From an optimization exercise on the open Yosys and OpenROAD flow, aimed at small area, a short achievable clock period and few clock cycles per item; shortcuts taken in it are not production practice.
Function was not checked in any run shown here: the RTL went through the layout flow alone.
Power is estimated from default activity; no workload was simulated.

==> flow/design.v, too long to show whole: its modules and the start of the top module <==
// module math_core_alu: 702 lines
module math_core_alu #(
    parameter int DW = 32,
    parameter int CW = 32
) (
    input  logic          clk,
    input  logic          rst,
    input  logic [0:1]    mode,
    input  logic          in_valid,
    output logic          in_ready,
    input  logic [0:DW-1] ain,
    input  logic [0:DW-1] bin,
    output logic          out_valid,
    input  logic          out_ready,
    output logic [0:DW-1] result,
    output logic          ovf,
    output logic [0:CW-1] statistic,
    input  logic          stat_ld,
    input  logic [0:CW-1] stat_din,
    input  logic          flush,
    output logic          busy
);
  // ...
==> flow/flow/run.sh <==
#!/bin/bash
# The standard layout, with plain buf_1 port buffers and a tighter setup target
# for timing repair; the log of the whole make run goes to standard.log.
bash standard.sh BUFFER_PORTS_ARGS="-buffer_cell sky130_fd_sc_hd__buf_1" SETUP_SLACK_MARGIN=4.8 finish > standard.log 2>&1
==> flow/standard.sh <==
#!/bin/bash
# synth_recipe.tcl (not shown) runs the flow's synth.tcl, then flattens the netlist and writes it again
# the make line also repeats each setting of config.mk as NAME=value (left out here)
make -C /OpenROAD-flow-scripts/flow DESIGN_CONFIG=/design/flow/config.mk WORK_HOME=/design/flow/orfs CLKGATE_MAP_FILE= SYNTH_SCRIPT=/design/flow/synth_recipe.tcl "${@:-finish}"
==> flow/config.mk <==
export PLATFORM = sky130hd
export DESIGN_NAME = math_core_alu
export DESIGN_NICKNAME = math_core_alu
export VERILOG_FILES = /design/flow/design.v
export SDC_FILE = /design/flow/constraint.sdc
export NUM_CORES = 4
export LEC_CHECK = 0
export ABC_AREA = 1
export CAP_MARGIN = 20
export CORE_MARGIN = 2
export CORE_UTILIZATION = 40
export SLEW_MARGIN = 20
==> flow/constraint.sdc <==
create_clock -name core_clock -period 10.0 [get_ports {clk}]
set_input_delay 2.0000 -clock core_clock [delete_from_list [all_inputs] [get_ports {clk}]]
set_output_delay 2.0000 -clock core_clock [all_outputs]
set_load 0.01 [all_outputs]
==> flow_summary.json, run 1 <==
{
  "outcome": "timing/DRC/antenna clean",
  "seqCellArea_um2": 5800,
  "track_usage_pct": 32.1,
  "antenna_found_initial": 4,
  "viasPerCell": 6.36,
  "synthTopCellsByArea": "edfxtp_1, fa_1, xor2_1, ha_1, a221oi_1",
  "pg_clk_mw": 0.702,
  "fin_crit_sh_pct": 52.5,
  "multi_input_area_um2": 14600,
  "power_top_consumer": "combinational cells",
  "hpwl_um": 64400,
  "ys_ff_latch": 199,
  "switchingPower_mw": 3.90,
  "nMultiInputCombCells": 1853,
  "synth_simple_gate_area_share_pct": 11.5,
  "cp_max_fo": 6,
  "grt_max_degree": 73,
  "synth_top_family_by_area": "compound AO/OA/AOI/OAI gates",
  "rsz0062_at_grt": "true",
  "maxUsedRoutingLayer": "met5",
  "synthTopCellsByCount": "inv_1, nand2_1, xor2_1, o22ai_1, a221oi_1",
  "grt_pass1_vias": 21000,
  "wl_met1_um": 36500,
  "drt_iter0_markers": 3344,
  "start_util_pct": 40.3,
  "worstHoldStart": "v1$_DFF_PN0_",
  "cpMaxStageDelayCell": "edfxtp_1",
  "synthMuxAreaShare_pct": 0.0905,
  "worstPathCellList": "clkinvlp_4 -> buf_12 -> o22ai_1 -> a221oi_2 -> xor2_1 -> ha_1 -> inv_1 -> fa_1 -> fa_1 -> inv_1 -> fa_1 -> o22ai_1 -> a21oi_1 -> ha_1 -> a21oi_1 -> o21ai_2 -> nand3_1 -> nand2_1 -> nand3_1 -> o21bai_1 -> xor2_1",
  "wl_um": 94500,
  "crit_required_ns": 10.26,
  "seq_area_share_pct": 22.6,
  "end_kind": "register",
  "tns_ns": 0,
  "synth_top_area_share_pct": 22.3,
  "ys_types": 54,
  "layout_setup_ws_ns": 4.75,
  "startpoint_type": "register"
}
==> run 2, diff against run 1 <==
--- a/flow/design.v
+++ b/flow/design.v
@@ -319,316 +319,316 @@
     wire ts289, tc290, ts291, tc292, ts293, tc294, ts295, tc296, ts297, tc298, ts299, tc300, ts301, tc302, ts303, tc304;
     wire ts305, tc306;
     assign ts1 = pp0_24 ^ pp1_21;
     assign tc2 = pp0_24 & pp1_21;
     assign ts3 = pp0_25 ^ pp1_22;
     assign tc4 = pp0_25 & pp1_22;
     assign ts5 = pp0_26 ^ pp1_23;
     assign tc6 = pp0_26 & pp1_23;
-    assign ts7 = pp0_27 ^ pp1_24 ^ pp2_21;
-    assign tc8 = (pp0_27 & pp1_24) | (pp0_27 & pp2_21) | (pp1_24 & pp2_21);
+    assign ts7 = (pp0_27 ^ pp1_24) ^ pp2_21;
+    assign tc8 = (pp0_27 ^ pp1_24) ? pp2_21 : pp0_27;
     assign ts9 = pp3_18 ^ pp4_15;
     assign tc10 = pp3_18 & pp4_15;
-    assign ts11 = pp0_28 ^ pp1_25 ^ pp2_22;
-    assign tc12 = (pp0_28 & pp1_25) | (pp0_28 & pp2_22) | (pp1_25 & pp2_22);
+    assign ts11 = (pp0_28 ^ pp1_25) ^ pp2_22;
+    assign tc12 = (pp0_28 ^ pp1_25) ? pp2_22 : pp0_28;
     assign ts13 = pp3_19 ^ pp4_16;
     assign tc14 = pp3_19 & pp4_16;
-    assign ts15 = pp0_29 ^ pp1_26 ^ pp2_23;
-    assign tc16 = (pp0_29 & pp1_26) | (pp0_29 & pp2_23) | (pp1_26 & pp2_23);
+    assign ts15 = (pp0_29 ^ pp1_26) ^ pp2_23;
+    assign tc16 = (pp0_29 ^ pp1_26) ? pp2_23 : pp0_29;
     assign ts17 = pp3_20 ^ pp4_17;
     assign tc18 = pp3_20 & pp4_17;
-    assign ts19 = pp0_30 ^ pp1_27 ^ pp2_24;
-    assign tc20 = (pp0_30 & pp1_27) | (pp0_30 & pp2_24) | (pp1_27 & pp2_24);
-    assign ts21 = pp3_21 ^ pp4_18 ^ pp5_15;
-    assign tc22 = (pp3_21 & pp4_18) | (pp3_21 & pp5_15) | (pp4_18 & pp5_15);
-    assign ts23 = pp0_31 ^ pp1_28 ^ pp2_25;
-    assign tc24 = (pp0_31 & pp1_28) | (pp0_31 & pp2_25) | (pp1_28 & pp2_25);
-    assign ts25 = pp3_22 ^ pp4_19 ^ pp5_16;
-    assign tc26 = (pp3_22 & pp4_19) | (pp3_22 & pp5_16) | (pp4_19 & pp5_16);
+    assign ts19 = (pp0_30 ^ pp1_27) ^ pp2_24;
+    assign tc20 = (pp0_30 ^ pp1_27) ? pp2_24 : pp0_30;
+    assign ts21 = (pp3_21 ^ pp4_18) ^ pp5_15;
+    assign tc22 = (pp3_21 ^ pp4_18) ? pp5_15 : pp3_21;
+    assign ts23 = (pp0_31 ^ pp1_28) ^ pp2_25;
+    assign tc24 = (pp0_31 ^ pp1_28) ? pp2_25 : pp0_31;
+    assign ts25 = (pp3_22 ^ pp4_19) ^ pp5_16;
+    assign tc26 = (pp3_22 ^ pp4_19) ? pp5_16 : pp3_22;
     assign ts27 = pp0_15 ^ pp1_12;
     assign tc28 = pp0_15 & pp1_12;
     assign ts29 = pp0_16 ^ pp1_13;
     assign tc30 = pp0_16 & pp1_13;
     assign ts31 = pp0_17 ^ pp1_14;
     assign tc32 = pp0_17 & pp1_14;
-    assign ts33 = pp0_18 ^ pp1_15 ^ pp2_12;
-    assign tc34 = (pp0_18 & pp1_15) | (pp0_18 & pp2_12) | (pp1_15 & pp2_12);
+    assign ts33 = (pp0_18 ^ pp1_15) ^ pp2_12;
+    assign tc34 = (pp0_18 ^ pp1_15) ? pp2_12 : pp0_18;
     assign ts35 = pp3_9 ^ pp4_6;
     assign tc36 = pp3_9 & pp4_6;
-    assign ts37 = pp0_19 ^ pp1_16 ^ pp2_13;
-    assign tc38 = (pp0_19 & pp1_16) | (pp0_19 & pp2_13) | (pp1_16 & pp2_13);
+    assign ts37 = (pp0_19 ^ pp1_16) ^ pp2_13;
+    assign tc38 = (pp0_19 ^ pp1_16) ? pp2_13 : pp0_19;
     assign ts39 = pp3_10 ^ pp4_7;
     assign tc40 = pp3_10 & pp4_7;
-    assign ts41 = pp0_20 ^ pp1_17 ^ pp2_14;
-    assign tc42 = (pp0_20 & pp1_17) | (pp0_20 & pp2_14) | (pp1_17 & pp2_14);
+    assign ts41 = (pp0_20 ^ pp1_17) ^ pp2_14;
+    assign tc42 = (pp0_20 ^ pp1_17) ? pp2_14 : pp0_20;
     assign ts43 = pp3_11 ^ pp4_8;
     assign tc44 = pp3_11 & pp4_8;
-    assign ts45 = pp0_21 ^ pp1_18 ^ pp2_15;
-    assign tc46 = (pp0_21 & pp1_18) | (pp0_21 & pp2_15) | (pp1_18 & pp2_15);
-    assign ts47 = pp3_12 ^ pp4_9 ^ pp5_6;
-    assign tc48 = (pp3_12 & pp4_9) | (pp3_12 & pp5_6) | (pp4_9 & pp5_6);
+    assign ts45 = (pp0_21 ^ pp1_18) ^ pp2_15;
+    assign tc46 = (pp0_21 ^ pp1_18) ? pp2_15 : pp0_21;
+    assign ts47 = (pp3_12 ^ pp4_9) ^ pp5_6;
+    assign tc48 = (pp3_12 ^ pp4_9) ? pp5_6 : pp3_12;
     assign ts49 = pp6_3 ^ pp7_0;
     assign tc50 = pp6_3 & pp7_0;
-    assign ts51 = pp0_22 ^ pp1_19 ^ pp2_16;
-    assign tc52 = (pp0_22 & pp1_19) | (pp0_22 & pp2_16) | (pp1_19 & pp2_16);
-    assign ts53 = pp3_13 ^ pp4_10 ^ pp5_7;
-    assign tc54 = (pp3_13 & pp4_10) | (pp3_13 & pp5_7) | (pp4_10 & pp5_7);
+    assign ts51 = (pp0_22 ^ pp1_19) ^ pp2_16;
+    assign tc52 = (pp0_22 ^ pp1_19) ? pp2_16 : pp0_22;
+    assign ts53 = (pp3_13 ^ pp4_10) ^ pp5_7;
+    assign tc54 = (pp3_13 ^ pp4_10) ? pp5_7 : pp3_13;
     assign ts55 = pp6_4 ^ pp7_1;
     assign tc56 = pp6_4 & pp7_1;
-    assign ts57 = pp0_23 ^ pp1_20 ^ pp2_17;
-    assign tc58 = (pp0_23 & pp1_20) | (pp0_23 & pp2_17) | (pp1_20 & pp2_17);
-    assign ts59 = pp3_14 ^ pp4_11 ^ pp5_8;
-    assign tc60 = (pp3_14 & pp4_11) | (pp3_14 & pp5_8) | (pp4_11 & pp5_8);
+    assign ts57 = (pp0_23 ^ pp1_20) ^ pp2_17;
+    assign tc58 = (pp0_23 ^ pp1_20) ? pp2_17 : pp0_23;
+    assign ts59 = (pp3_14 ^ pp4_11) ^ pp5_8;
+    assign tc60 = (pp3_14 ^ pp4_11) ? pp5_8 : pp3_14;
     assign ts61 = pp6_5 ^ pp7_2;
     assign tc62 = pp6_5 & pp7_2;
-    assign ts63 = ts1 ^ pp2_18 ^ pp3_15;
-    assign tc64 = (ts1 & pp2_18) | (ts1 & pp3_15) | (pp2_18 & pp3_15);
-    assign ts65 = pp4_12 ^ pp5_9 ^ pp6_6;
-    assign tc66 = (pp4_12 & pp5_9) | (pp4_12 & pp6_6) | (pp5_9 & pp6_6);
-    assign ts67 = pp7_3 ^ pp8_0 ^ bneg[8];
-    assign tc68 = (pp7_3 & pp8_0) | (pp7_3 & bneg[8]) | (pp8_0 & bneg[8]);
-    assign ts69 = tc2 ^ ts3 ^ pp2_19;
-    assign tc70 = (tc2 & ts3) | (tc2 & pp2_19) | (ts3 & pp2_19);
-    assign ts71 = pp3_16 ^ pp4_13 ^ pp5_10;
-    assign tc72 = (pp3_16 & pp4_13) | (pp3_16 & pp5_10) | (pp4_13 & pp5_10);
-    assign ts73 = pp6_7 ^ pp7_4 ^ pp8_1;
-    assign tc74 = (pp6_7 & pp7_4) | (pp6_7 & pp8_1) | (pp7_4 & pp8_1);
-    assign ts75 = tc4 ^ ts5 ^ pp2_20;
-    assign tc76 = (tc4 & ts5) | (tc4 & pp2_20) | (ts5 & pp2_20);
-    assign ts77 = pp3_17 ^ pp4_14 ^ pp5_11;
-    assign tc78 = (pp3_17 & pp4_14) | (pp3_17 & pp5_11) | (pp4_14 & pp5_11);
-    assign ts79 = pp6_8 ^ pp7_5 ^ pp8_2;
-    assign tc80 = (pp6_8 & pp7_5) | (pp6_8 & pp8_2) | (pp7_5 & pp8_2);
-    assign ts81 = tc6 ^ ts7 ^ ts9;
-    assign tc82 = (tc6 & ts7) | (tc6 & ts9) | (ts7 & ts9);
-    assign ts83 = pp5_12 ^ pp6_9 ^ pp7_6;
-    assign tc84 = (pp5_12 & pp6_9) | (pp5_12 & pp7_6) | (pp6_9 & pp7_6);
-    assign ts85 = pp8_3 ^ pp9_0 ^ bneg[9];
-    assign tc86 = (pp8_3 & pp9_0) | (pp8_3 & bneg[9]) | (pp9_0 & bneg[9]);
-    assign ts87 = tc8 ^ tc10 ^ ts11;
-    assign tc88 = (tc8 & tc10) | (tc8 & ts11) | (tc10 & ts11);
-    assign ts89 = ts13 ^ pp5_13 ^ pp6_10;
-    assign tc90 = (ts13 & pp5_13) | (ts13 & pp6_10) | (pp5_13 & pp6_10);
-    assign ts91 = pp7_7 ^ pp8_4 ^ pp9_1;
-    assign tc92 = (pp7_7 & pp8_4) | (pp7_7 & pp9_1) | (pp8_4 & pp9_1);
-    assign ts93 = tc12 ^ tc14 ^ ts15;
-    assign tc94 = (tc12 & tc14) | (tc12 & ts15) | (tc14 & ts15);
-    assign ts95 = ts17 ^ pp5_14 ^ pp6_11;
-    assign tc96 = (ts17 & pp5_14) | (ts17 & pp6_11) | (pp5_14 & pp6_11);
-    assign ts97 = pp7_8 ^ pp8_5 ^ pp9_2;
-    assign tc98 = (pp7_8 & pp8_5) | (pp7_8 & pp9_2) | (pp8_5 & pp9_2);
-    assign ts99 = tc16 ^ tc18 ^ ts19;
-    assign tc100 = (tc16 & tc18) | (tc16 & ts19) | (tc18 & ts19);
-    assign ts101 = ts21 ^ pp6_12 ^ pp7_9;
-    assign tc102 = (ts21 & pp6_12) | (ts21 & pp7_9) | (pp6_12 & pp7_9);
-    assign ts103 = pp8_6 ^ pp9_3 ^ pp10_0;
-    assign tc104 = (pp8_6 & pp9_3) | (pp8_6 & pp10_0) | (pp9_3 & pp10_0);
-    assign ts105 = tc20 ^ tc22 ^ ts23;
-    assign tc106 = (tc20 & tc22) | (tc20 & ts23) | (tc22 & ts23);
-    assign ts107 = ts25 ^ pp6_13 ^ pp7_10;
-    assign tc108 = (ts25 & pp6_13) | (ts25 & pp7_10) | (pp6_13 & pp7_10);
-    assign ts109 = pp8_7 ^ pp9_4 ^ pp10_1;
-    assign tc110 = (pp8_7 & pp9_4) | (pp8_7 & pp10_1) | (pp9_4 & pp10_1);
+    assign ts63 = (ts1 ^ pp2_18) ^ pp3_15;
+    assign tc64 = (ts1 ^ pp2_18) ? pp3_15 : ts1;
+    assign ts65 = (pp4_12 ^ pp5_9) ^ pp6_6;
+    assign tc66 = (pp4_12 ^ pp5_9) ? pp6_6 : pp4_12;
+    assign ts67 = (pp7_3 ^ pp8_0) ^ bneg[8];
+    assign tc68 = (pp7_3 ^ pp8_0) ? bneg[8] : pp7_3;
+    assign ts69 = (tc2 ^ ts3) ^ pp2_19;
+    assign tc70 = (tc2 ^ ts3) ? pp2_19 : tc2;
+    assign ts71 = (pp3_16 ^ pp4_13) ^ pp5_10;
+    assign tc72 = (pp3_16 ^ pp4_13) ? pp5_10 : pp3_16;
+    assign ts73 = (pp6_7 ^ pp7_4) ^ pp8_1;
+    assign tc74 = (pp6_7 ^ pp7_4) ? pp8_1 : pp6_7;
+    assign ts75 = (tc4 ^ ts5) ^ pp2_20;
+    assign tc76 = (tc4 ^ ts5) ? pp2_20 : tc4;
+    assign ts77 = (pp3_17 ^ pp4_14) ^ pp5_11;
+    assign tc78 = (pp3_17 ^ pp4_14) ? pp5_11 : pp3_17;
+    assign ts79 = (pp6_8 ^ pp7_5) ^ pp8_2;
+    assign tc80 = (pp6_8 ^ pp7_5) ? pp8_2 : pp6_8;
+    assign ts81 = (tc6 ^ ts7) ^ ts9;
+    assign tc82 = (tc6 ^ ts7) ? ts9 : tc6;
+    assign ts83 = (pp5_12 ^ pp6_9) ^ pp7_6;
+    assign tc84 = (pp5_12 ^ pp6_9) ? pp7_6 : pp5_12;
+    assign ts85 = (pp8_3 ^ pp9_0) ^ bneg[9];
+    assign tc86 = (pp8_3 ^ pp9_0) ? bneg[9] : pp8_3;
+    assign ts87 = (tc8 ^ tc10) ^ ts11;
+    assign tc88 = (tc8 ^ tc10) ? ts11 : tc8;
+    assign ts89 = (ts13 ^ pp5_13) ^ pp6_10;
+    assign tc90 = (ts13 ^ pp5_13) ? pp6_10 : ts13;
+    assign ts91 = (pp7_7 ^ pp8_4) ^ pp9_1;
+    assign tc92 = (pp7_7 ^ pp8_4) ? pp9_1 : pp7_7;
+    assign ts93 = (tc12 ^ tc14) ^ ts15;
+    assign tc94 = (tc12 ^ tc14) ? ts15 : tc12;
+    assign ts95 = (ts17 ^ pp5_14) ^ pp6_11;
+    assign tc96 = (ts17 ^ pp5_14) ? pp6_11 : ts17;
+    assign ts97 = (pp7_8 ^ pp8_5) ^ pp9_2;
+    assign tc98 = (pp7_8 ^ pp8_5) ? pp9_2 : pp7_8;
+    assign ts99 = (tc16 ^ tc18) ^ ts19;
+    assign tc100 = (tc16 ^ tc18) ? ts19 : tc16;
+    assign ts101 = (ts21 ^ pp6_12) ^ pp7_9;
+    assign tc102 = (ts21 ^ pp6_12) ? pp7_9 : ts21;
+    assign ts103 = (pp8_6 ^ pp9_3) ^ pp10_0;
+    assign tc104 = (pp8_6 ^ pp9_3) ? pp10_0 : pp8_6;
+    assign ts105 = (tc20 ^ tc22) ^ ts23;
+    assign tc106 = (tc20 ^ tc22) ? ts23 : tc20;
+    assign ts107 = (ts25 ^ pp6_13) ^ pp7_10;
+    assign tc108 = (ts25 ^ pp6_13) ? pp7_10 : ts25;
+    assign ts109 = (pp8_7 ^ pp9_4) ^ pp10_1;
+    assign tc110 = (pp8_7 ^ pp9_4) ? pp10_1 : pp8_7;
     assign ts111 = pp0_9 ^ pp1_6;
     assign tc112 = pp0_9 & pp1_6;
     assign ts113 = pp0_10 ^ pp1_7;
     assign tc114 = pp0_10 & pp1_7;
     assign ts115 = pp0_11 ^ pp1_8;
     assign tc116 = pp0_11 & pp1_8;
-    assign ts117 = pp0_12 ^ pp1_9 ^ pp2_6;
-    assign tc118 = (pp0_12 & pp1_9) | (pp0_12 & pp2_6) | (pp1_9 & pp2_6);
+    assign ts117 = (pp0_12 ^ pp1_9) ^ pp2_6;
+    assign tc118 = (pp0_12 ^ pp1_9) ? pp2_6 : pp0_12;
     assign ts119 = pp3_3 ^ pp4_0;
     assign tc120 = pp3_3 & pp4_0;
-    assign ts121 = pp0_13 ^ pp1_10 ^ pp2_7;
-    assign tc122 = (pp0_13 & pp1_10) | (pp0_13 & pp2_7) | (pp1_10 & pp2_7);
+    assign ts121 = (pp0_13 ^ pp1_10) ^ pp2_7;
+    assign tc122 = (pp0_13 ^ pp1_10) ? pp2_7 : pp0_13;
     assign ts123 = pp3_4 ^ pp4_1;
     assign tc124 = pp3_4 & pp4_1;
-    assign ts125 = pp0_14 ^ pp1_11 ^ pp2_8;
-    assign tc126 = (pp0_14 & pp1_11) | (pp0_14 & pp2_8) | (pp1_11 & pp2_8);
+    assign ts125 = (pp0_14 ^ pp1_11) ^ pp2_8;
+    assign tc126 = (pp0_14 ^ pp1_11) ? pp2_8 : pp0_14;
     assign ts127 = pp3_5 ^ pp4_2;
     assign tc128 = pp3_5 & pp4_2;
-    assign ts129 = ts27 ^ pp2_9 ^ pp3_6;
-    assign tc130 = (ts27 & pp2_9) | (ts27 & pp3_6) | (pp2_9 & pp3_6);
-    assign ts131 = pp4_3 ^ pp5_0 ^ bneg[5];
-    assign tc132 = (pp4_3 & pp5_0) | (pp4_3 & bneg[5]) | (pp5_0 & bneg[5]);
-    assign ts133 = tc28 ^ ts29 ^ pp2_10;
-    assign tc134 = (tc28 & ts29) | (tc28 & pp2_10) | (ts29 & pp2_10);
-    assign ts135 = pp3_7 ^ pp4_4 ^ pp5_1;
-    assign tc136 = (pp3_7 & pp4_4) | (pp3_7 & pp5_1) | (pp4_4 & pp5_1);
-    assign ts137 = tc30 ^ ts31 ^ pp2_11;
-    assign tc138 = (tc30 & ts31) | (tc30 & pp2_11) | (ts31 & pp2_11);
-    assign ts139 = pp3_8 ^ pp4_5 ^ pp5_2;
-    assign tc140 = (pp3_8 & pp4_5) | (pp3_8 & pp5_2) | (pp4_5 & pp5_2);
-    assign ts141 = tc32 ^ ts33 ^ ts35;
-    assign tc142 = (tc32 & ts33) | (tc32 & ts35) | (ts33 & ts35);
-    assign ts143 = pp5_3 ^ pp6_0 ^ bneg[6];
-    assign tc144 = (pp5_3 & pp6_0) | (pp5_3 & bneg[6]) | (pp6_0 & bneg[6]);
-    assign ts145 = tc34 ^ tc36 ^ ts37;
-    assign tc146 = (tc34 & tc36) | (tc34 & ts37) | (tc36 & ts37);
-    assign ts147 = ts39 ^ pp5_4 ^ pp6_1;
-    assign tc148 = (ts39 & pp5_4) | (ts39 & pp6_1) | (pp5_4 & pp6_1);
-    assign ts149 = tc38 ^ tc40 ^ ts41;
-    assign tc150 = (tc38 & tc40) | (tc38 & ts41) | (tc40 & ts41);
-    assign ts151 = ts43 ^ pp5_5 ^ pp6_2;
-    assign tc152 = (ts43 & pp5_5) | (ts43 & pp6_2) | (pp5_5 & pp6_2);
-    assign ts153 = tc42 ^ tc44 ^ ts45;
-    assign tc154 = (tc42 & tc44) | (tc42 & ts45) | (tc44 & ts45);
-    assign ts155 = ts47 ^ ts49 ^ bneg[7];
-    assign tc156 = (ts47 & ts49) | (ts47 & bneg[7]) | (ts49 & bneg[7]);
-    assign ts157 = tc46 ^ tc48 ^ tc50;
-    assign tc158 = (tc46 & tc48) | (tc46 & tc50) | (tc48 & tc50);
-    assign ts159 = ts51 ^ ts53 ^ ts55;
-    assign tc160 = (ts51 & ts53) | (ts51 & ts55) | (ts53 & ts55);
-    assign ts161 = tc52 ^ tc54 ^ tc56;
-    assign tc162 = (tc52 & tc54) | (tc52 & tc56) | (tc54 & tc56);
-    assign ts163 = ts57 ^ ts59 ^ ts61;
-    assign tc164 = (ts57 & ts59) | (ts57 & ts61) | (ts59 & ts61);
-    assign ts165 = tc58 ^ tc60 ^ tc62;
-    assign tc166 = (tc58 & tc60) | (tc58 & tc62) | (tc60 & tc62);
-    assign ts167 = ts63 ^ ts65 ^ ts67;
-    assign tc168 = (ts63 & ts65) | (ts63 & ts67) | (ts65 & ts67);
-    assign ts169 = tc64 ^ tc66 ^ tc68;
-    assign tc170 = (tc64 & tc66) | (tc64 & tc68) | (tc66 & tc68);
-    assign ts171 = ts69 ^ ts71 ^ ts73;
-    assign tc172 = (ts69 & ts71) | (ts69 & ts73) | (ts71 & ts73);
-    assign ts173 = tc70 ^ tc72 ^ tc74;
-    assign tc174 = (tc70 & tc72) | (tc70 & tc74) | (tc72 & tc74);
-    assign ts175 = ts75 ^ ts77 ^ ts79;
-    assign tc176 = (ts75 & ts77) | (ts75 & ts79) | (ts77 & ts79);
-    assign ts177 = tc76 ^ tc78 ^ tc80;
-    assign tc178 = (tc76 & tc78) | (tc76 & tc80) | (tc78 & tc80);
-    assign ts179 = ts81 ^ ts83 ^ ts85;
-    assign tc180 = (ts81 & ts83) | (ts81 & ts85) | (ts83 & ts85);
-    assign ts181 = tc82 ^ tc84 ^ tc86;
-    assign tc182 = (tc82 & tc84) | (tc82 & tc86) | (tc84 & tc86);
-    assign ts183 = ts87 ^ ts89 ^ ts91;
-    assign tc184 = (ts87 & ts89) | (ts87 & ts91) | (ts89 & ts91);
-    assign ts185 = tc88 ^ tc90 ^ tc92;
-    assign tc186 = (tc88 & tc90) | (tc88 & tc92) | (tc90 & tc92);
-    assign ts187 = ts93 ^ ts95 ^ ts97;
-    assign tc188 = (ts93 & ts95) | (ts93 & ts97) | (ts95 & ts97);
-    assign ts189 = tc94 ^ tc96 ^ tc98;
-    assign tc190 = (tc94 & tc96) | (tc94 & tc98) | (tc96 & tc98);
-    assign ts191 = ts99 ^ ts101 ^ ts103;
-    assign tc192 = (ts99 & ts101) | (ts99 & ts103) | (ts101 & ts103);
-    assign ts193 = tc100 ^ tc102 ^ tc104;
-    assign tc194 = (tc100 & tc102) | (tc100 & tc104) | (tc102 & tc104);
-    assign ts195 = ts105 ^ ts107 ^ ts109;
-    assign tc196 = (ts105 & ts107) | (ts105 & ts109) | (ts107 & ts109);
+    assign ts129 = (ts27 ^ pp2_9) ^ pp3_6;
+    assign tc130 = (ts27 ^ pp2_9) ? pp3_6 : ts27;
+    assign ts131 = (pp4_3 ^ pp5_0) ^ bneg[5];
+    assign tc132 = (pp4_3 ^ pp5_0) ? bneg[5] : pp4_3;
+    assign ts133 = (tc28 ^ ts29) ^ pp2_10;
+    assign tc134 = (tc28 ^ ts29) ? pp2_10 : tc28;
+    assign ts135 = (pp3_7 ^ pp4_4) ^ pp5_1;
+    assign tc136 = (pp3_7 ^ pp4_4) ? pp5_1 : pp3_7;
+    assign ts137 = (tc30 ^ ts31) ^ pp2_11;
+    assign tc138 = (tc30 ^ ts31) ? pp2_11 : tc30;
+    assign ts139 = (pp3_8 ^ pp4_5) ^ pp5_2;
+    assign tc140 = (pp3_8 ^ pp4_5) ? pp5_2 : pp3_8;
+    assign ts141 = (tc32 ^ ts33) ^ ts35;
+    assign tc142 = (tc32 ^ ts33) ? ts35 : tc32;
+    assign ts143 = (pp5_3 ^ pp6_0) ^ bneg[6];
+    assign tc144 = (pp5_3 ^ pp6_0) ? bneg[6] : pp5_3;
+    assign ts145 = (tc34 ^ tc36) ^ ts37;
+    assign tc146 = (tc34 ^ tc36) ? ts37 : tc34;
+    assign ts147 = (ts39 ^ pp5_4) ^ pp6_1;
+    assign tc148 = (ts39 ^ pp5_4) ? pp6_1 : ts39;
+    assign ts149 = (tc38 ^ tc40) ^ ts41;
+    assign tc150 = (tc38 ^ tc40) ? ts41 : tc38;
+    assign ts151 = (ts43 ^ pp5_5) ^ pp6_2;
+    assign tc152 = (ts43 ^ pp5_5) ? pp6_2 : ts43;
+    assign ts153 = (tc42 ^ tc44) ^ ts45;
+    assign tc154 = (tc42 ^ tc44) ? ts45 : tc42;
+    assign ts155 = (ts47 ^ ts49) ^ bneg[7];
+    assign tc156 = (ts47 ^ ts49) ? bneg[7] : ts47;
+    assign ts157 = (tc46 ^ tc48) ^ tc50;
+    assign tc158 = (tc46 ^ tc48) ? tc50 : tc46;
+    assign ts159 = (ts51 ^ ts53) ^ ts55;
+    assign tc160 = (ts51 ^ ts53) ? ts55 : ts51;
+    assign ts161 = (tc52 ^ tc54) ^ tc56;
+    assign tc162 = (tc52 ^ tc54) ? tc56 : tc52;
+    assign ts163 = (ts57 ^ ts59) ^ ts61;
+    assign tc164 = (ts57 ^ ts59) ? ts61 : ts57;
+    assign ts165 = (tc58 ^ tc60) ^ tc62;
+    assign tc166 = (tc58 ^ tc60) ? tc62 : tc58;
+    assign ts167 = (ts63 ^ ts65) ^ ts67;
+    assign tc168 = (ts63 ^ ts65) ? ts67 : ts63;
+    assign ts169 = (tc64 ^ tc66) ^ tc68;
+    assign tc170 = (tc64 ^ tc66) ? tc68 : tc64;
+    assign ts171 = (ts69 ^ ts71) ^ ts73;
+    assign tc172 = (ts69 ^ ts71) ? ts73 : ts69;
+    assign ts173 = (tc70 ^ tc72) ^ tc74;
+    assign tc174 = (tc70 ^ tc72) ? tc74 : tc70;
+    assign ts175 = (ts75 ^ ts77) ^ ts79;
+    assign tc176 = (ts75 ^ ts77) ? ts79 : ts75;
+    assign ts177 = (tc76 ^ tc78) ^ tc80;
+    assign tc178 = (tc76 ^ tc78) ? tc80 : tc76;
+    assign ts179 = (ts81 ^ ts83) ^ ts85;
+    assign tc180 = (ts81 ^ ts83) ? ts85 : ts81;
+    assign ts181 = (tc82 ^ tc84) ^ tc86;
+    assign tc182 = (tc82 ^ tc84) ? tc86 : tc82;
+    assign ts183 = (ts87 ^ ts89) ^ ts91;
+    assign tc184 = (ts87 ^ ts89) ? ts91 : ts87;
+    assign ts185 = (tc88 ^ tc90) ^ tc92;
+    assign tc186 = (tc88 ^ tc90) ? tc92 : tc88;
+    assign ts187 = (ts93 ^ ts95) ^ ts97;
+    assign tc188 = (ts93 ^ ts95) ? ts97 : ts93;
+    assign ts189 = (tc94 ^ tc96) ^ tc98;
+    assign tc190 = (tc94 ^ tc96) ? tc98 : tc94;
+    assign ts191 = (ts99 ^ ts101) ^ ts103;
+    assign tc192 = (ts99 ^ ts101) ? ts103 : ts99;
+    assign ts193 = (tc100 ^ tc102) ^ tc104;
+    assign tc194 = (tc100 ^ tc102) ? tc104 : tc100;
+    assign ts195 = (ts105 ^ ts107) ^ ts109;
+    assign tc196 = (ts105 ^ ts107) ? ts109 : ts105;
     assign ts197 = pp0_6 ^ pp1_3;
     assign tc198 = pp0_6 & pp1_3;
     assign ts199 = pp0_7 ^ pp1_4;
     assign tc200 = pp0_7 & pp1_4;
     assign ts201 = pp0_8 ^ pp1_5;
     assign tc202 = pp0_8 & pp1_5;
-    assign ts203 = ts111 ^ pp2_3 ^ pp3_0;
-    assign tc204 = (ts111 & pp2_3) | (ts111 & pp3_0) | (pp2_3 & pp3_0);
-    assign ts205 = tc112 ^ ts113 ^ pp2_4;
-    assign tc206 = (tc112 & ts113) | (tc112 & pp2_4) | (ts113 & pp2_4);
-    assign ts207 = tc114 ^ ts115 ^ pp2_5;
-    assign tc208 = (tc114 & ts115) | (tc114 & pp2_5) | (ts115 & pp2_5);
-    assign ts209 = tc116 ^ ts117 ^ ts119;
-    assign tc210 = (tc116 & ts117) | (tc116 & ts119) | (ts117 & ts119);
-    assign ts211 = tc118 ^ tc120 ^ ts121;
-    assign tc212 = (tc118 & tc120) | (tc118 & ts121) | (tc120 & ts121);
-    assign ts213 = tc122 ^ tc124 ^ ts125;
-    assign tc214 = (tc122 & tc124) | (tc122 & ts125) | (tc124 & ts125);
-    assign ts215 = tc126 ^ tc128 ^ ts129;
-    assign tc216 = (tc126 & tc128) | (tc126 & ts129) | (tc128 & ts129);
-    assign ts217 = tc130 ^ tc132 ^ ts133;
-    assign tc218 = (tc130 & tc132) | (tc130 & ts133) | (tc132 & ts133);
-    assign ts219 = tc134 ^ tc136 ^ ts137;
-    assign tc220 = (tc134 & tc136) | (tc134 & ts137) | (tc136 & ts137);
-    assign ts221 = tc138 ^ tc140 ^ ts141;
-    assign tc222 = (tc138 & tc140) | (tc138 & ts141) | (tc140 & ts141);
-    assign ts223 = tc142 ^ tc144 ^ ts145;
-    assign tc224 = (tc142 & tc144) | (tc142 & ts145) | (tc144 & ts145);
-    assign ts225 = tc146 ^ tc148 ^ ts149;
-    assign tc226 = (tc146 & tc148) | (tc146 & ts149) | (tc148 & ts149);
-    assign ts227 = tc150 ^ tc152 ^ ts153;
-    assign tc228 = (tc150 & tc152) | (tc150 & ts153) | (tc152 & ts153);
-    assign ts229 = tc154 ^ tc156 ^ ts157;
-    assign tc230 = (tc154 & tc156) | (tc154 & ts157) | (tc156 & ts157);
-    assign ts231 = tc158 ^ tc160 ^ ts161;
-    assign tc232 = (tc158 & tc160) | (tc158 & ts161) | (tc160 & ts161);
-    assign ts233 = tc162 ^ tc164 ^ ts165;
-    assign tc234 = (tc162 & tc164) | (tc162 & ts165) | (tc164 & ts165);
-    assign ts235 = tc166 ^ tc168 ^ ts169;
-    assign tc236 = (tc166 & tc168) | (tc166 & ts169) | (tc168 & ts169);
-    assign ts237 = tc170 ^ tc172 ^ ts173;
-    assign tc238 = (tc170 & tc172) | (tc170 & ts173) | (tc172 & ts173);
-    assign ts239 = tc174 ^ tc176 ^ ts177;
-    assign tc240 = (tc174 & tc176) | (tc174 & ts177) | (tc176 & ts177);
-    assign ts241 = tc178 ^ tc180 ^ ts181;
-    assign tc242 = (tc178 & tc180) | (tc178 & ts181) | (tc180 & ts181);
-    assign ts243 = tc182 ^ tc184 ^ ts185;
-    assign tc244 = (tc182 & tc184) | (tc182 & ts185) | (tc184 & ts185);
-    assign ts245 = tc186 ^ tc188 ^ ts189;
-    assign tc246 = (tc186 & tc188) | (tc186 & ts189) | (tc188 & ts189);
-    assign ts247 = tc190 ^ tc192 ^ ts193;
-    assign tc248 = (tc190 & tc192) | (tc190 & ts193) | (tc192 & ts193);
+    assign ts203 = (ts111 ^ pp2_3) ^ pp3_0;
+    assign tc204 = (ts111 ^ pp2_3) ? pp3_0 : ts111;
+    assign ts205 = (tc112 ^ ts113) ^ pp2_4;
+    assign tc206 = (tc112 ^ ts113) ? pp2_4 : tc112;
+    assign ts207 = (tc114 ^ ts115) ^ pp2_5;
+    assign tc208 = (tc114 ^ ts115) ? pp2_5 : tc114;
+    assign ts209 = (tc116 ^ ts117) ^ ts119;
+    assign tc210 = (tc116 ^ ts117) ? ts119 : tc116;
+    assign ts211 = (tc118 ^ tc120) ^ ts121;
+    assign tc212 = (tc118 ^ tc120) ? ts121 : tc118;
+    assign ts213 = (tc122 ^ tc124) ^ ts125;
+    assign tc214 = (tc122 ^ tc124) ? ts125 : tc122;
+    assign ts215 = (tc126 ^ tc128) ^ ts129;
+    assign tc216 = (tc126 ^ tc128) ? ts129 : tc126;
+    assign ts217 = (tc130 ^ tc132) ^ ts133;
+    assign tc218 = (tc130 ^ tc132) ? ts133 : tc130;
+    assign ts219 = (tc134 ^ tc136) ^ ts137;
+    assign tc220 = (tc134 ^ tc136) ? ts137 : tc134;
+    assign ts221 = (tc138 ^ tc140) ^ ts141;
+    assign tc222 = (tc138 ^ tc140) ? ts141 : tc138;
+    assign ts223 = (tc142 ^ tc144) ^ ts145;
+    assign tc224 = (tc142 ^ tc144) ? ts145 : tc142;
+    assign ts225 = (tc146 ^ tc148) ^ ts149;
+    assign tc226 = (tc146 ^ tc148) ? ts149 : tc146;
+    assign ts227 = (tc150 ^ tc152) ^ ts153;
+    assign tc228 = (tc150 ^ tc152) ? ts153 : tc150;
+    assign ts229 = (tc154 ^ tc156) ^ ts157;
+    assign tc230 = (tc154 ^ tc156) ? ts157 : tc154;
+    assign ts231 = (tc158 ^ tc160) ^ ts161;
+    assign tc232 = (tc158 ^ tc160) ? ts161 : tc158;
+    assign ts233 = (tc162 ^ tc164) ^ ts165;
+    assign tc234 = (tc162 ^ tc164) ? ts165 : tc162;
+    assign ts235 = (tc166 ^ tc168) ^ ts169;
+    assign tc236 = (tc166 ^ tc168) ? ts169 : tc166;
+    assign ts237 = (tc170 ^ tc172) ^ ts173;
+    assign tc238 = (tc170 ^ tc172) ? ts173 : tc170;
+    assign ts239 = (tc174 ^ tc176) ^ ts177;
+    assign tc240 = (tc174 ^ tc176) ? ts177 : tc174;
+    assign ts241 = (tc178 ^ tc180) ^ ts181;
+    assign tc242 = (tc178 ^ tc180) ? ts181 : tc178;
+    assign ts243 = (tc182 ^ tc184) ^ ts185;
+    assign tc244 = (tc182 ^ tc184) ? ts185 : tc182;
+    assign ts245 = (tc186 ^ tc188) ^ ts189;
+    assign tc246 = (tc186 ^ tc188) ? ts189 : tc186;
+    assign ts247 = (tc190 ^ tc192) ^ ts193;
+    assign tc248 = (tc190 ^ tc192) ? ts193 : tc190;
     assign ts249 = pp0_3 ^ pp1_0;
     assign tc250 = pp0_3 & pp1_0;
     assign ts251 = pp0_4 ^ pp1_1;
     assign tc252 = pp0_4 & pp1_1;
     assign ts253 = pp0_5 ^ pp1_2;
     assign tc254 = pp0_5 & pp1_2;
-    assign ts255 = ts197 ^ pp2_0 ^ bneg[2];
-    assign tc256 = (ts197 & pp2_0) | (ts197 & bneg[2]) | (pp2_0 & bneg[2]);
-    assign ts257 = tc198 ^ ts199 ^ pp2_1;
-    assign tc258 = (tc198 & ts199) | (tc198 & pp2_1) | (ts199 & pp2_1);
-    assign ts259 = tc200 ^ ts201 ^ pp2_2;
-    assign tc260 = (tc200 & ts201) | (tc200 & pp2_2) | (ts201 & pp2_2);
-    assign ts261 = tc202 ^ ts203 ^ bneg[3];
-    assign tc262 = (tc202 & ts203) | (tc202 & bneg[3]) | (ts203 & bneg[3]);
-    assign ts263 = tc204 ^ ts205 ^ pp3_1;
-    assign tc264 = (tc204 & ts205) | (tc204 & pp3_1) | (ts205 & pp3_1);
-    assign ts265 = tc206 ^ ts207 ^ pp3_2;
-    assign tc266 = (tc206 & ts207) | (tc206 & pp3_2) | (ts207 & pp3_2);
-    assign ts267 = tc208 ^ ts209 ^ bneg[4];
-    assign tc268 = (tc208 & ts209) | (tc208 & bneg[4]) | (ts209 & bneg[4]);
-    assign ts269 = tc210 ^ ts211 ^ ts123;
-    assign tc270 = (tc210 & ts211) | (tc210 & ts123) | (ts211 & ts123);
-    assign ts271 = tc212 ^ ts213 ^ ts127;
-    assign tc272 = (tc212 & ts213) | (tc212 & ts127) | (ts213 & ts127);
-    assign ts273 = tc214 ^ ts215 ^ ts131;
-    assign tc274 = (tc214 & ts215) | (tc214 & ts131) | (ts215 & ts131);
-    assign ts275 = tc216 ^ ts217 ^ ts135;
-    assign tc276 = (tc216 & ts217) | (tc216 & ts135) | (ts217 & ts135);
-    assign ts277 = tc218 ^ ts219 ^ ts139;
-    assign tc278 = (tc218 & ts219) | (tc218 & ts139) | (ts219 & ts139);
-    assign ts279 = tc220 ^ ts221 ^ ts143;
-    assign tc280 = (tc220 & ts221) | (tc220 & ts143) | (ts221 & ts143);
-    assign ts281 = tc222 ^ ts223 ^ ts147;
-    assign tc282 = (tc222 & ts223) | (tc222 & ts147) | (ts223 & ts147);
-    assign ts283 = tc224 ^ ts225 ^ ts151;
-    assign tc284 = (tc224 & ts225) | (tc224 & ts151) | (ts225 & ts151);
-    assign ts285 = tc226 ^ ts227 ^ ts155;
-    assign tc286 = (tc226 & ts227) | (tc226 & ts155) | (ts227 & ts155);
-    assign ts287 = tc228 ^ ts229 ^ ts159;
-    assign tc288 = (tc228 & ts229) | (tc228 & ts159) | (ts229 & ts159);
-    assign ts289 = tc230 ^ ts231 ^ ts163;
-    assign tc290 = (tc230 & ts231) | (tc230 & ts163) | (ts231 & ts163);
-    assign ts291 = tc232 ^ ts233 ^ ts167;
-    assign tc292 = (tc232 & ts233) | (tc232 & ts167) | (ts233 & ts167);
-    assign ts293 = tc234 ^ ts235 ^ ts171;
-    assign tc294 = (tc234 & ts235) | (tc234 & ts171) | (ts235 & ts171);
-    assign ts295 = tc236 ^ ts237 ^ ts175;
-    assign tc296 = (tc236 & ts237) | (tc236 & ts175) | (ts237 & ts175);
-    assign ts297 = tc238 ^ ts239 ^ ts179;
-    assign tc298 = (tc238 & ts239) | (tc238 & ts179) | (ts239 & ts179);
-    assign ts299 = tc240 ^ ts241 ^ ts183;
-    assign tc300 = (tc240 & ts241) | (tc240 & ts183) | (ts241 & ts183);
-    assign ts301 = tc242 ^ ts243 ^ ts187;
-    assign tc302 = (tc242 & ts243) | (tc242 & ts187) | (ts243 & ts187);
-    assign ts303 = tc244 ^ ts245 ^ ts191;
-    assign tc304 = (tc244 & ts245) | (tc244 & ts191) | (ts245 & ts191);
-    assign ts305 = tc246 ^ ts247 ^ ts195;
-    assign tc306 = (tc246 & ts247) | (tc246 & ts195) | (ts247 & ts195);
+    assign ts255 = (ts197 ^ pp2_0) ^ bneg[2];
+    assign tc256 = (ts197 ^ pp2_0) ? bneg[2] : ts197;
+    assign ts257 = (tc198 ^ ts199) ^ pp2_1;
+    assign tc258 = (tc198 ^ ts199) ? pp2_1 : tc198;
+    assign ts259 = (tc200 ^ ts201) ^ pp2_2;
+    assign tc260 = (tc200 ^ ts201) ? pp2_2 : tc200;
+    assign ts261 = (tc202 ^ ts203) ^ bneg[3];
+    assign tc262 = (tc202 ^ ts203) ? bneg[3] : tc202;
+    assign ts263 = (tc204 ^ ts205) ^ pp3_1;
+    assign tc264 = (tc204 ^ ts205) ? pp3_1 : tc204;
+    assign ts265 = (tc206 ^ ts207) ^ pp3_2;
+    assign tc266 = (tc206 ^ ts207) ? pp3_2 : tc206;
+    assign ts267 = (tc208 ^ ts209) ^ bneg[4];
+    assign tc268 = (tc208 ^ ts209) ? bneg[4] : tc208;
+    assign ts269 = (tc210 ^ ts211) ^ ts123;
+    assign tc270 = (tc210 ^ ts211) ? ts123 : tc210;
+    assign ts271 = (tc212 ^ ts213) ^ ts127;
+    assign tc272 = (tc212 ^ ts213) ? ts127 : tc212;
+    assign ts273 = (tc214 ^ ts215) ^ ts131;
+    assign tc274 = (tc214 ^ ts215) ? ts131 : tc214;
+    assign ts275 = (tc216 ^ ts217) ^ ts135;
+    assign tc276 = (tc216 ^ ts217) ? ts135 : tc216;
+    assign ts277 = (tc218 ^ ts219) ^ ts139;
+    assign tc278 = (tc218 ^ ts219) ? ts139 : tc218;
+    assign ts279 = (tc220 ^ ts221) ^ ts143;
+    assign tc280 = (tc220 ^ ts221) ? ts143 : tc220;
+    assign ts281 = (tc222 ^ ts223) ^ ts147;
+    assign tc282 = (tc222 ^ ts223) ? ts147 : tc222;
+    assign ts283 = (tc224 ^ ts225) ^ ts151;
+    assign tc284 = (tc224 ^ ts225) ? ts151 : tc224;
+    assign ts285 = (tc226 ^ ts227) ^ ts155;
+    assign tc286 = (tc226 ^ ts227) ? ts155 : tc226;
+    assign ts287 = (tc228 ^ ts229) ^ ts159;
+    assign tc288 = (tc228 ^ ts229) ? ts159 : tc228;
+    assign ts289 = (tc230 ^ ts231) ^ ts163;
+    assign tc290 = (tc230 ^ ts231) ? ts163 : tc230;
+    assign ts291 = (tc232 ^ ts233) ^ ts167;
+    assign tc292 = (tc232 ^ ts233) ? ts167 : tc232;
+    assign ts293 = (tc234 ^ ts235) ^ ts171;
+    assign tc294 = (tc234 ^ ts235) ? ts171 : tc234;
+    assign ts295 = (tc236 ^ ts237) ^ ts175;
+    assign tc296 = (tc236 ^ ts237) ? ts175 : tc236;
+    assign ts297 = (tc238 ^ ts239) ^ ts179;
+    assign tc298 = (tc238 ^ ts239) ? ts179 : tc238;
+    assign ts299 = (tc240 ^ ts241) ^ ts183;
+    assign tc300 = (tc240 ^ ts241) ? ts183 : tc240;
+    assign ts301 = (tc242 ^ ts243) ^ ts187;
+    assign tc302 = (tc242 ^ ts243) ? ts187 : tc242;
+    assign ts303 = (tc244 ^ ts245) ^ ts191;
+    assign tc304 = (tc244 ^ ts245) ? ts191 : tc244;
+    assign ts305 = (tc246 ^ ts247) ^ ts195;
+    assign tc306 = (tc246 ^ ts247) ? ts195 : tc246;
     assign mul_s = {tc304, tc302, tc300, tc298, tc296, tc294, tc292, tc290, tc288, tc286, tc284, tc282, tc280, tc278, tc276, tc274, tc272, tc270, tc268, tc266, tc264, tc262, tc260, tc258, tc256, tc254, tc252, tc250, ts249, pp0_2, pp0_1, pp0_0};
     assign mul_c = {ts305, ts303, ts301, ts299, ts297, ts295, ts293, ts291, ts289, ts287, ts285, ts283, ts281, ts279, ts277, ts275, ts273, ts271, ts269, ts267, ts265, ts263, ts261, ts259, ts257, ts255, ts253, ts251, bneg[1], 1'b0, 1'b0, bneg[0]};
     assign mul_p32 = pp0_32 ^ pp1_29 ^ pp2_26 ^ pp3_23 ^ pp4_20 ^ pp5_17 ^ pp6_14 ^ pp7_11 ^ pp8_8 ^ pp9_5 ^ pp10_2 ^ tc24 ^ tc26 ^ tc106 ^ tc108 ^ tc110 ^ tc194 ^ tc196 ^ tc248 ^ tc306;
     logic [31:0] bsuf;
     logic        g32;
     always_comb begin
         bsuf[31] = b1[31];
         for (int k = 30; k >= 0; k--) bsuf[k] = bsuf[k+1] | b1[k];
==> flow_summary.json, run 2 <==
{
  "outcome": "timing/DRC/antenna clean",
  "r2r_end": "lo2[23]$_DFFE_PN_",
  "cp_max_fo": 23,
  "clkLatencyLatePin_ns": 0.53,
  "crit_required_ns": 10.26,
  "num_rows": 89,
  "synth_top_area_share_pct": 20.7,
  "cts_tree": "built",
  "crit_type": "register to register",
  "ys_ff_latch": 199,
  "met1_usage_pct": 41.5,
  "drc": 0,
  "syn_avg_cell_area_um2": 7.21,
  "fin_util_pct": 43.6,
  "fin_crit_ns": 5.03,
  "worst_slew_pin_slew_ns": 1.03,
  "synthTopCellsByCount": "nand2_1, xor2_1, inv_1, nor2_1, o22ai_1",
  "wl_per_cell_um": 23.1,
  "r2r-start": "a1[1]$_DFFE_PN_",
  "tns_ns": 0,
  "hold_viol": 0,
  "max_stage_delay_ns": 0.63,
  "clk_path_buf_depth": 2,
  "arrival_ns": 5.29,
  "dieHeight_um": 248,
  "holdPathEnd": "v2$_DFF_PN0_",
  "relSlewSlack_pct": 31.2,
  "synth_most_common_cell": "nand2_1",
  "fin_crit_sh_pct": 50.3,
  "gp_congestion": 1.02,
  "synth_top_area_cell": "edfxtp_1",
  "place_inst": 4107,
  "die_area_um2": 61300,
  "cts-root-buf": "clkbuf_16",
  "syn_area_um2": 23700,
  "largestRegisters": "a1 (32), a3_1 (32), r_stat (32)",
  "internal_power_mw": 3.19,
  "grt_busiest_layer": "met2",
  "yosys_warnings": 1,
  "worstHoldPathType": "register to register",
  "syn_to_final_growth_pct": 7.99,
  "worstHoldStart": "v1$_DFF_PN0_",
  "p_leak_nw": 11.4,
  "end_kind": "register",
  "vias": 24600,
  "synthTopCellsByArea": "edfxtp_1, xor2_1, nand2_1, ha_1, o22ai_1",
  "ff2ff_path_depth": 22,
  "powerDensity_nw_per_um2": 267,
  "drt_pass1_iterations": 9,
  "layout_common_cells": "nand2_1, xor2_1, inv_1, nor2_1, o22ai_1",
  "numCtsBuffers": 17,
  "met2_usage_pct": 44.1,
  "use_met3_pct": 9.16,
  "drt_iter0_markers": 3117,
  "clk_pin_slew_worst_paths_ns": 0.08,
  "finClkSkew_ns": 0.0297,
  "wl_um": 96100,
  "p_clk_share_pct": 10.8,
  "core_area_um2": 58800,
  "critPathTopFamily": "compound AO/OA/AOI/OAI gates",
  "synthArstFlopShare_pct": 17.6,
  "ys.flop_type": "edfxtp_1",
  "p_comb_share_pct": 69.8,
  "rsz0062_at_grt": "true",
  "final_common_cell": "nand2_1",
  "fin_cells": 4158,
  "ys_types": 71,
  "clock-sinks": 199,
  "antenna_found_initial": 0,
  "worstPathCellList": "buf_4 -> clkinvlp_4 -> o221ai_1 -> xor2_1 -> ha_1 -> or2_1 -> nand3_1 -> nand3_1 -> nand2_1 -> or2_1 -> nand3_1 -> o211ai_1 -> inv_1 -> ha_1 -> a21oi_1 -> o21ai_0 -> a21oi_1 -> o21ai_0 -> nand3_1 -> nand2_1 -> a221oi_1 -> xor2_1",
  "start_util_pct": 40.4,
  "crit_top_cell": "nand3_1",
  "syn_inst": 3291,
  "whs_path_depth": 2,
  "ys_seq_area_share_pct": 24.4,
  "setup_viol": 0,
  "drv_cap": 0,
  "fin_nets": 3600,
  "path_buf_inv": 3,
  "clock.fmax_mhz": 199,
  "postRouteAntennaNets": 0,
  "overflow": 0,
  "synth_edf_count": 164,
  "io-pin-count": 172,
  "hpwl_um": 70200,
  "maxSlewViolCount": 0,
  "startpoint_type": "register",
  "track_usage_pct": 30.9,
  "reg2reg_slack_ns": 4.97,
  "viasPerCell": 5.92,
  "grt_max_degree": 63,
  "ctsHoldBuffers": 0,
  "switching_share_pct": 53.4,
  "grt_pass1_vias": 22300,
  "io_buffer_count": 171,
  "cpMaxStageDelayCell": "clkinvlp_4",
  "p_seq_share_pct": 19.4,
  "synth_fp_nets": 3521,
  "die-width_um": 248,
  "switchingPower_mw": 3.65,
  "drive_gt1_share_pct": 6.74,
  "htree_levels": 4,
  "grt_pass1_wl_um": 140000,
  "ir_drop_mv": 0.172
}
## run 2: worst reg2reg max path, delay by kind of cell (launching register included)
family	cells	cell delay [ns]
buffers and inverters	3	1.03
AOI/OAI and AO/OA	7	1.51
and+or+nand+nor	8	1.08
DFF	1	0.34
xor gates and xnor gates	2	0.24
adders and majority gates	2	0.59
## run 2: layout make-up
| cell class | count | area, um2 |
|---|---|---|
| Clock inverter | 15 | 174 |
| Clock buffer | 17 | 425 |
| Fill cell | 6160 | 33200 |
| Tap cell | 773 | 967 |
| Antenna cell | 2 | 5.00 |
| Multi-Input combinational cell | 2584 | 15800 |
| Timing Repair inverter | 3 | 15.0 |
| Timing Repair Buffer | 226 | 1100 |
| Inverter | 339 | 1340 |
| Sequential cell | 199 | 5800 |
## run 2: stage by stage
| stage | hold slack (ns) | area [um2] | power, mW | setup WS [ns] |
|---|---|---|---|---|
| after global routing | 0.617 | 25600 | 7.48 | 4.74 |
| final | 0.551 | 25600 | 6.84 | 4.97 |
| after floorplan | 0.488 | 23700 | 4.84 | 5.11 |
| after detailed placement | 0.527 | 24800 | 5.99 | 4.53 |
| after CTS | 0.553 | 25400 | 6.75 | 4.80 |
| after global placement | 0.522 | 24800 | 5.95 | 4.67 |
## run 2: how the worst max path moves through the flow
| stage | to | startpoint | cells past startpoint |
|---|---|---|---|
| 4_1_cts | lo2[23]$_DFFE_PN_ | m1[0]$_DFFE_PN_ | 22 |
| 3_3_place_gp | a3_1[28]$_DFFE_PN_ | ain[29] | 20 |
| 6_report | lo2[23]$_DFFE_PN_ | a1[1]$_DFFE_PN_ | 22 |
| 3_5_place_dp | a3_1[28]$_DFFE_PN_ | ain[29] | 20 |
| 5_1_grt | lo2[23]$_DFFE_PN_ | a1[10]$_DFFE_PN_ | 26 |
| 2_1_floorplan | lo2[23]$_DFFE_PN_ | bs2_1[0]$_DFFE_PN_ | 27 |
## run 2: metal layers
metal  vias to the layer above  routed length (um)
li1                      11500                   -
met1                     11100               39400
met2                      1562               38100
met3                       423               12300
met4                         0                6340
met5                         -                   0
## run 2: cells by family (layout without fill, tap and decap cells)
family	count (synthesis)	in the layout	synth area share, %
AND/OR/NAND/NOR	1255	1255	22.6
AO/OA/AOI/OAI	776	776	20.9
buffers and inverters	508	600	9.12
XOR/XNOR	413	413	15.5
flip-flops	199	199	24.4
adder cells (fa/ha/maj)	136	136	7.17
multiplexers	4	4	0.169
other	0	2	0
## run 2: power groups by stage
stage	Clock, mW	Combinational, mW	Sequential [mW]
final	0.739	4.77	1.32
after global routing	0.784	5.36	1.33
after CTS	0.755	4.68	1.31
after detailed placement	0	4.66	1.33
after global placement	0	4.62	1.33
after floorplan	0	3.59	1.25
## run 2: repair_timing
item	in CTS	in global routing
setup endpoints to repair	1	8
cloned	0	3
buffers inserted	0	13
gates resized for setup	2	34
pin swaps	0	0

-- static timing again, ports no longer ideal --
The results above use ideal ports. As a check the final layouts listed here were re-extracted and re-timed, cells and wires unchanged.
Step 1 (the two cells are an assumption about what drives the block):
set clk [get_ports {clk}]
set_driving_cell -lib_cell sky130_fd_sc_hd__clkbuf_16 $clk
set_driving_cell -lib_cell sky130_fd_sc_hd__buf_2 [delete_from_list [all_inputs] $clk]
Step 2 times the ports against the registers' clock, not the clock port: input delays grow and output delays shrink by t, the midpoint of the rising clock arrivals with the driver on.
Slacks: no drivers / after step 1 / after step 2; pairs: no drivers / after step 1.
run	t (ns)	slack for setup (ns)	worst hold slack (ns)	slew at the worst register clock pin (ns)
run 1	0.576	4.751 / 4.751 / 4.585	0.560 / 0.560 / 0.560	0.08 / 0.08
run 2	0.575	4.971 / 4.971 / 4.684	0.551 / 0.551 / 0.551	0.09 / 0.09
After both steps setup and hold are still met in every run listed. The setup slack of run 2, which loses most, moves by 0.000 ns with the drivers and by -0.287 ns with both steps.
